This is an optimization exercise on Yosys and OpenROAD, whose aim is small area, a short achievable clock period and few clock cycles per item, not a production implementation.
Function was checked by simulation only, so behaviour that the tests miss may differ from the original.

## tea_iter_core
module tea_iter_core (
  input  logic             clk,
  input  logic             rst,
  input  logic             in_valid,
  output logic             in_ready,
  input  logic             in_decrypt,
  input  logic [63:0]      in_v,
  input  logic [127:0]     in_k,
  output logic             out_valid,
  input  logic             out_ready,
  output logic [63:0]      out_v,
  output logic             out_decrypt
);
  localparam logic [31:0] DELTA        = 32'h9E3779B9;
  localparam logic [31:0] NEG_DELTA    = 32'h61C88647;   
  localparam logic [31:0] SUM_DEC_INIT = 32'hC6EF3720;   
  function automatic logic [31:0] add32(input logic [31:0] x, input logic [31:0] y,
                                        input logic cin);
    logic [31:0] g, p, gg, pp, gn, pn;
    g  = x & y;
    p  = x ^ y;
    gg = g;
    pp = p;
    gg[0] = g[0] | (p[0] & cin);
    for (int l = 0; l < 5; l++) begin
      gn = gg;
      pn = pp;
      for (int i = 0; i < 32; i++) begin
        if ((i >> l) & 1) begin
          gn[i] = gg[i] | (pp[i] & gg[((i >> l) << l) - 1]);
          pn[i] = pp[i] & pp[((i >> l) << l) - 1];
        end
      end
      gg = gn;
      pp = pn;
    end
  ...
export LEC_CHECK = 0
export CAP_MARGIN = 20
export CORE_MARGIN = 2
export CORE_UTILIZATION = 40
export CTS_BUF_LIST = sky130_fd_sc_hd__clkbuf_16
export CTS_CLUSTER_DIAMETER = 100
export CTS_CLUSTER_SIZE = 20
export SLEW_MARGIN = 20
export TNS_END_PERCENT = 0
create_clock -name core_clock -period 12.0 [get_ports {clk}]
standard.sh (not shown) runs the stock make flow with config.mk's settings and CLKGATE_MAP_FILE= SYNTH_SCRIPT=/design/flow/synth_recipe.tcl, a recipe that flattens the netlist after the stock synthesis.
==> flow/flow/run.sh <==
#!/bin/bash
# Layout flow: the standard flow with three changes.
# - Synthesis is the standard synthesis (synth_recipe.tcl and ORFS's
#   synth.tcl, unchanged, so the registers are the same) except that the
#   final ABC mapping uses flow/abc_tea.script: one delay-oriented &nf
#   mapping with pin permutation, instead of ORFS's five rounds of
#   restructuring, which leaves a smaller netlist at the same speed.
# - Plain buf_1 cells as the port buffers (every port is still buffered).
# - A larger setup margin for ORFS's timing repair, so that repair works
#   towards the period the design can reach instead of stopping at 12 ns.
set -euo pipefail
W=$(pwd)
sed 's|^  log_cmd abc {\*}\$abc_args$|  set abc_args [lreplace $abc_args 1 1 $::env(TEA_ABC_SCRIPT)]\n  log_cmd abc {*}$abc_args|' \
  "$FLOW_HOME/scripts/synth.tcl" > "$W/tea_synth.tcl"
grep -q TEA_ABC_SCRIPT "$W/tea_synth.tcl"
sed "s|source \$::env(SCRIPTS_DIR)/synth.tcl|source $W/tea_synth.tcl|" \
  "$W/synth_recipe.tcl" > "$W/tea_synth_recipe.tcl"
grep -q tea_synth.tcl "$W/tea_synth_recipe.tcl"
export TEA_ABC_SCRIPT="$W/flow/abc_tea.script"
bash standard.sh "BUFFER_PORTS_ARGS=-buffer_cell sky130_fd_sc_hd__buf_1" \
  SETUP_SLACK_MARGIN=6.6 "SYNTH_SCRIPT=$W/tea_synth_recipe.tcl" finish > standard.log 2>&1
==> flow/flow/abc_tea.script <==
&get -n
&st
&dch -f
&nf -p
&put
buffer -c
topo
stime -c
upsize -c
dnsize -c
The starting point produced a clean layout.
Testbench counts at the start, summed over its fixed seeds: cycles 25,324, items 384.
Change:
--- a/flow/flow/run.sh
+++ b/flow/flow/run.sh
@@ -20,2 +20,2 @@
 bash standard.sh "BUFFER_PORTS_ARGS=-buffer_cell sky130_fd_sc_hd__buf_1" \
-  SETUP_SLACK_MARGIN=6.6 "SYNTH_SCRIPT=$W/tea_synth_recipe.tcl" finish > standard.log 2>&1
+  SETUP_SLACK_MARGIN=6.5 "SYNTH_SCRIPT=$W/tea_synth_recipe.tcl" finish > standard.log 2>&1
What happened: The new run completed with no timing, DRC or antenna violations. Setup slack stays the same. Final area is about the same. Global-route usage is about the same. Synthesized area stays the same. First-iteration DRC count grows by 7.1%. Critical path depth is unchanged.
Change:
--- a/flow/flow/run.sh
+++ b/flow/flow/run.sh
@@ -20,2 +20,2 @@
 bash standard.sh "BUFFER_PORTS_ARGS=-buffer_cell sky130_fd_sc_hd__buf_1" \
-  SETUP_SLACK_MARGIN=6.5 "SYNTH_SCRIPT=$W/tea_synth_recipe.tcl" finish > standard.log 2>&1
+  SETUP_SLACK_MARGIN=6.4 "SYNTH_SCRIPT=$W/tea_synth_recipe.tcl" finish > standard.log 2>&1
What happened: The new run ran to the end with no violations; cell area stays flat.

* * *

Another version of the RTL of tea_iter_core (not shown whole).
Size: ~1500 cells after synthesis, ~230 flip-flops.
clock: 12.0 ns
lec_check: 0
cap_margin: 20
core_margin: 2
core_utilization: 40
cts_buf_list: sky130_fd_sc_hd__clkbuf_16
cts_cluster_diameter: 100
cts_cluster_size: 20
slew_margin: 20
tns_end_percent: 0
==> flow/flow/run.sh <==
#!/bin/bash
# Layout flow: the standard flow (standard synthesis unchanged), with
# - plain buf_1 cells as the port buffers (every port is still buffered), and
# - a larger setup margin for ORFS's timing repair, so that repair works
#   towards the period the design can reach instead of stopping at 12 ns.
set -euo pipefail
bash standard.sh "BUFFER_PORTS_ARGS=-buffer_cell sky130_fd_sc_hd__buf_1" \
  SETUP_SLACK_MARGIN=6.8 finish > standard.log 2>&1
The baseline finished clean.
Testbench counts at the start, summed over its fixed seeds: cycles 25,324, items 384.
Rerun with:
--- a/flow/flow/run.sh
+++ b/flow/flow/run.sh
@@ -8 +8 @@
-  SETUP_SLACK_MARGIN=6.8 finish > standard.log 2>&1
+  SETUP_SLACK_MARGIN=6.5 finish > standard.log 2>&1
- CTS_BUF_LIST: sky130_fd_sc_hd__clkbuf_16 -> default
- CTS_CLUSTER_DIAMETER: 100 -> default
- CTS_CLUSTER_SIZE: 20 -> default
- TNS_END_PERCENT: 0 -> default
=>
- setup slack got worse by 0.052 ns
- global-route usage increases by 0.21 points
- final area rises by 2.7%
- wire length stays flat
- final cell count came out higher by 1.4%
Rerun with:
==> flow/flow/run.sh (replaced) <==
#!/bin/bash
# Layout flow: the standard flow with three changes.
# - Synthesis is the standard synthesis (synth_recipe.tcl and ORFS's
#   synth.tcl, unchanged, so the registers are the same) except that the
#   final ABC mapping uses flow/abc_tea.script: one delay-oriented &nf
#   mapping with pin permutation, instead of ORFS's five rounds of
#   restructuring, which leaves a smaller netlist at the same speed.
# - Plain buf_1 cells as the port buffers (every port is still buffered).
# - A larger setup margin for ORFS's timing repair, so that repair works
#   towards the period the design can reach instead of stopping at 12 ns.
set -euo pipefail
W=$(pwd)
sed 's|^  log_cmd abc {\*}\$abc_args$|  set abc_args [lreplace $abc_args 1 1 $::env(TEA_ABC_SCRIPT)]\n  log_cmd abc {*}$abc_args|' \
  "$FLOW_HOME/scripts/synth.tcl" > "$W/tea_synth.tcl"
grep -q TEA_ABC_SCRIPT "$W/tea_synth.tcl"
sed "s|source \$::env(SCRIPTS_DIR)/synth.tcl|source $W/tea_synth.tcl|" \
  "$W/synth_recipe.tcl" > "$W/tea_synth_recipe.tcl"
grep -q tea_synth.tcl "$W/tea_synth_recipe.tcl"
export TEA_ABC_SCRIPT="$W/flow/abc_tea.script"
bash standard.sh "BUFFER_PORTS_ARGS=-buffer_cell sky130_fd_sc_hd__buf_1" \
  SETUP_SLACK_MARGIN=6.8 "SYNTH_SCRIPT=$W/tea_synth_recipe.tcl" finish > standard.log 2>&1
==> flow/flow/abc_tea.script (new file) <==
&get -n
&st
&dch -f
&nf -p
&put
buffer -c
topo
stime -c
upsize -c
dnsize -c
- CTS_BUF_LIST: default -> sky130_fd_sc_hd__clkbuf_16
- CTS_CLUSTER_DIAMETER: default -> 100
- CTS_CLUSTER_SIZE: default -> 20
- TNS_END_PERCENT: default -> 0
Effect: Fmax rises by 1.2%. Worst hold slack improved by 0.0052 ns. Worst setup slack improved by 0.066 ns. Global-route usage falls by 0.43 points. Die area falls by 1.8%. Critical path depth falls by 1. Wire length falls by 4.4%. Design area falls by 5.0%. Register-to-register slack improved by 0.08 ns.

## separate check: timing with driven ports
How much do the figures lean on ideal ports? The routed layouts below were timed once more, with nothing changed but the port constraints.
Step 1 assumes that a clkbuf_16 drives the clock port and a buf_2 every other input.
Step 2 times the ports against the registers' clock, not the clock port: input delays grow and output delays shrink by t, the midpoint of the rising clock arrivals with the driver on.
Three values: no drivers, after step 1, after step 2; two values: the first two.
run | t (ns) | setup slack, ns | worst setup path at the end | latest minus earliest clock arrival (ns) | worst data-port slew with drivers (ns)
the first run of note 1 | 0.564 | 6.771 / 6.752 / 6.752 | input to output | 0.035 / 0.036 | 0.07
the second run of note 1 | 0.565 | 6.771 / 6.752 / 6.752 | input to output | 0.035 / 0.036 | 0.06
the third run of note 1 | 0.567 | 6.771 / 6.751 / 6.751 | input to output | 0.035 / 0.035 | 0.07
the first run of note 2 | 0.562 | 6.680 / 6.658 / 6.658 | input to output | 0.030 / 0.030 | 0.07
the second run of note 2 | 0.593 | 6.629 / 6.604 / 6.604 | input to output | 0.011 / 0.011 | 0.06
the third run of note 2 | 0.556 | 6.695 / 6.672 / 6.672 | input to output | 0.024 / 0.024 | 0.07
After both steps setup and hold are still met in every run listed. For the second run of note 2, which loses most, drivers alone change the setup slack by -0.025 ns; drivers and shift together by -0.025 ns.
